This is an optimization exercise on Yosys and OpenROAD, whose aim is small area, a short achievable clock period and few clock cycles per item, not a production implementation.
Only simulation tests tie the RTL to the original design; equivalence was not proved.

==> run Z: inputs <==
// pid_heading_speed_controller
module pid_heading_speed_controller
(
    input  logic                 clk,
    input  logic                 rst_n,
    input  logic                 cfg_we,
    input  logic [phsc_pkg::CFG_IDX_W-1:0] cfg_index,
    input  logic [phsc_pkg::DATA_W-1:0]    cfg_data,
    input  logic                 s_axis_tvalid,
    output logic                 s_axis_tready,
    input  logic [2*phsc_pkg::DATA_W-1:0]  s_axis_tdata,    
    output logic                 m_axis_tvalid,
    input  logic                 m_axis_tready,
    output logic [2*phsc_pkg::DATA_W-1:0]  m_axis_tdata     
);
Settings: LEC_CHECK=0, CAP_MARGIN=20, CORE_MARGIN=2, CORE_UTILIZATION=40, PLACE_DENSITY=0.6, SETUP_SLACK_MARGIN=5, SLEW_MARGIN=20; clock period 11.0 ns.
run.sh (not shown) runs the stock make flow with config.mk's settings and CLKGATE_MAP_FILE= SYNTH_SCRIPT=/design/flow/synth_recipe.tcl, a recipe that flattens the netlist after the stock synthesis.
==> inputs of run P, as changes to run Z <==
--- a/flow/design.v
+++ b/flow/design.v
@@ -3121,79 +3121,91 @@
     input  logic [phsc_pkg::DATA_W-1:0]    cfg_data,
     input  logic                 s_axis_tvalid,
     output logic                 s_axis_tready,
     input  logic [2*phsc_pkg::DATA_W-1:0]  s_axis_tdata,    
     output logic                 m_axis_tvalid,
     input  logic                 m_axis_tready,
     output logic [2*phsc_pkg::DATA_W-1:0]  m_axis_tdata     
 );
-    logic signed [31:0] dist_gain_reg, p_gain_reg, i_gain_reg, d_gain_reg;
-    logic [15:0]        tick_period_reg;
-    logic [30:0]        tick_rate_reg, head_thr_reg, dist_thr_reg;
+    logic signed [31:0] i_gain_reg;
+    logic [30:0]        head_thr_reg, dist_thr_reg;
+    logic [15:0] kp_one, kp_two, kp_neg;
+    logic [15:0] kd_one, kd_two, kd_neg;
+    logic [15:0] kf_one, kf_two, kf_neg;
+    logic [15:0] rt_one, rt_two, rt_neg;
+    logic [8:0]  dt_one, dt_two, dt_neg;
+    logic [15:0] w_one, w_two, w_neg;      
+    logic [15:0] wr_one, wr_two, wr_neg;   
+    logic [8:0]  wt_one, wt_two, wt_neg;   
+    phsc_benc #(.BW(32)) u_enc_w  (.b(cfg_data),                .one(w_one),  .two(w_two),  .neg(w_neg));
+    phsc_benc #(.BW(32)) u_enc_wr (.b({1'b0, cfg_data[30:0]}),  .one(wr_one), .two(wr_two), .neg(wr_neg));
+    phsc_benc #(.BW(18)) u_enc_wt (.b({2'b00, cfg_data[15:0]}), .one(wt_one), .two(wt_two), .neg(wt_neg));
     always_ff @(posedge clk or negedge rst_n)
     begin
         if (!rst_n)
         begin
-            dist_gain_reg   <= '0;
-            p_gain_reg      <= '0;
-            i_gain_reg      <= '0;
-            d_gain_reg      <= '0;
-            tick_period_reg <= 16'd6554;
-            tick_rate_reg   <= 31'd655360;
-            head_thr_reg    <= 31'd3277;
-            dist_thr_reg    <= 31'd3277;
+            i_gain_reg   <= '0;
+            head_thr_reg <= 31'd3277;
+            dist_thr_reg <= 31'd3277;
+            kp_one <= '0;
+            kp_two <= '0;
+            kp_neg <= '0;
+            kd_one <= '0;
+            kd_two <= '0;
+            kd_neg <= '0;
+            kf_one <= '0;
+            kf_two <= '0;
+            kf_neg <= '0;
+            rt_one <= 16'h0600;
+            rt_two <= 16'h0100;
+            rt_neg <= 16'h0300;
+            dt_one <= 9'h002;
+            dt_two <= 9'h07d;
+            dt_neg <= 9'h02b;
         end
         else if (cfg_we)
         begin
             case (cfg_index)
-                phsc_pkg::REG_DISTANCE_GAIN:      dist_gain_reg   <= cfg_data;
-                phsc_pkg::REG_HEADING_P_GAIN:     p_gain_reg      <= cfg_data;
-                phsc_pkg::REG_HEADING_I_GAIN:     i_gain_reg      <= cfg_data;
-                phsc_pkg::REG_HEADING_D_GAIN:     d_gain_reg      <= cfg_data;
-                phsc_pkg::REG_TICK_PERIOD:        tick_period_reg <= cfg_data[15:0];
-                phsc_pkg::REG_TICK_RATE:          tick_rate_reg   <= cfg_data[30:0];
-                phsc_pkg::REG_HEADING_THRESHOLD:  head_thr_reg    <= cfg_data[30:0];
-                default:                          dist_thr_reg    <= cfg_data[30:0];
+                phsc_pkg::REG_DISTANCE_GAIN:
+                begin
+                    kf_one <= w_one;
+                    kf_two <= w_two;
+                    kf_neg <= w_neg;
+                end
+                phsc_pkg::REG_HEADING_P_GAIN:
+                begin
+                    kp_one <= w_one;
+                    kp_two <= w_two;
+                    kp_neg <= w_neg;
+                end
+                phsc_pkg::REG_HEADING_I_GAIN:     i_gain_reg <= cfg_data;
+                phsc_pkg::REG_HEADING_D_GAIN:
+                begin
+                    kd_one <= w_one;
+                    kd_two <= w_two;
+                    kd_neg <= w_neg;
+                end
+                phsc_pkg::REG_TICK_PERIOD:
+                begin
+                    dt_one <= wt_one;
+                    dt_two <= wt_two;
+                    dt_neg <= wt_neg;
+                end
+                phsc_pkg::REG_TICK_RATE:
+                begin
+                    rt_one <= wr_one;
+                    rt_two <= wr_two;
+                    rt_neg <= wr_neg;
+                end
+                phsc_pkg::REG_HEADING_THRESHOLD:  head_thr_reg <= cfg_data[30:0];
+                default:                          dist_thr_reg <= cfg_data[30:0];
             endcase
         end
     end
-    logic [15:0] kp_one, kp_two, kp_neg;
-    logic [15:0] kd_one, kd_two, kd_neg;
-    logic [15:0] kf_one, kf_two, kf_neg;
-    logic [15:0] rt_one, rt_two, rt_neg;
-    logic [8:0]  dt_one, dt_two, dt_neg;
-    logic [15:0] kp_one_d, kp_two_d, kp_neg_d;
-    logic [15:0] kd_one_d, kd_two_d, kd_neg_d;
-    logic [15:0] kf_one_d, kf_two_d, kf_neg_d;
-    logic [15:0] rt_one_d, rt_two_d, rt_neg_d;
-    logic [8:0]  dt_one_d, dt_two_d, dt_neg_d;
-    phsc_benc #(.BW(32)) u_enc_kp (.b(p_gain_reg),              .one(kp_one_d), .two(kp_two_d), .neg(kp_neg_d));
-    phsc_benc #(.BW(32)) u_enc_kd (.b(d_gain_reg),              .one(kd_one_d), .two(kd_two_d), .neg(kd_neg_d));
-    phsc_benc #(.BW(32)) u_enc_kf (.b(dist_gain_reg),           .one(kf_one_d), .two(kf_two_d), .neg(kf_neg_d));
-    phsc_benc #(.BW(32)) u_enc_rt (.b({1'b0, tick_rate_reg}),   .one(rt_one_d), .two(rt_two_d), .neg(rt_neg_d));
-    phsc_benc #(.BW(18)) u_enc_dt (.b({2'b00, tick_period_reg}), .one(dt_one_d), .two(dt_two_d), .neg(dt_neg_d));
-    always_ff @(posedge clk)
-    begin
-        kp_one <= kp_one_d;
-        kp_two <= kp_two_d;
-        kp_neg <= kp_neg_d;
-        kd_one <= kd_one_d;
-        kd_two <= kd_two_d;
-        kd_neg <= kd_neg_d;
-        kf_one <= kf_one_d;
-        kf_two <= kf_two_d;
-        kf_neg <= kf_neg_d;
-        rt_one <= rt_one_d;
-        rt_two <= rt_two_d;
-        rt_neg <= rt_neg_d;
-        dt_one <= dt_one_d;
-        dt_two <= dt_two_d;
-        dt_neg <= dt_neg_d;
-    end
     logic adv;             
     logic fire;            
     logic sk_valid, out_valid;
     logic v1, v2, v3, v4, v5, v6;
     logic in_ready;
     assign adv           = !sk_valid;
     assign s_axis_tready = in_ready;
     assign fire          = s_axis_tvalid && in_ready;
==> notes <==
Run P produced a clean layout. Run Z reached the layout checks and failed them: antenna violations.
Of run P and run Z, run Z has the higher count of clock-buffer cells in the layout (gap 30).
In run P the synthesized area is lower than in run Z, by 1.6%.
In run Z the register-to-register slack is better than in run P, by 20 ps.
Between run Z and run P, the lower clock skew is in run Z (gap 19 ps).
Testbench counts of run Z, summed over its fixed seeds: cycles 4,856, items 4,800.
Testbench counts of run P, summed over its fixed seeds: cycles 4,856, items 4,800.

## what the ideal ports hide
How much do the figures lean on ideal ports? The routed layouts below were timed once more, with nothing changed but the port constraints. Step 1, drivers: a clkbuf_16 drives clk and a buf_2 each remaining input, both assumed. Step 2 adds t to the input delays and takes it off the output delays; t is the mean of the earliest and latest rising clock arrival at the registers after step 1. Input paths then give back, and output paths get back, about the clock's delay inside the block. Three values: ideal, step 1, step 2; two values: the first two.
run	t, ns	setup WS [ns]	worst register clock-pin slew, ns
run Z	1.026	5.489 / 5.489 / 5.489	0.08 / 0.08
run P	1.020	5.473 / 5.473 / 5.473	0.07 / 0.07
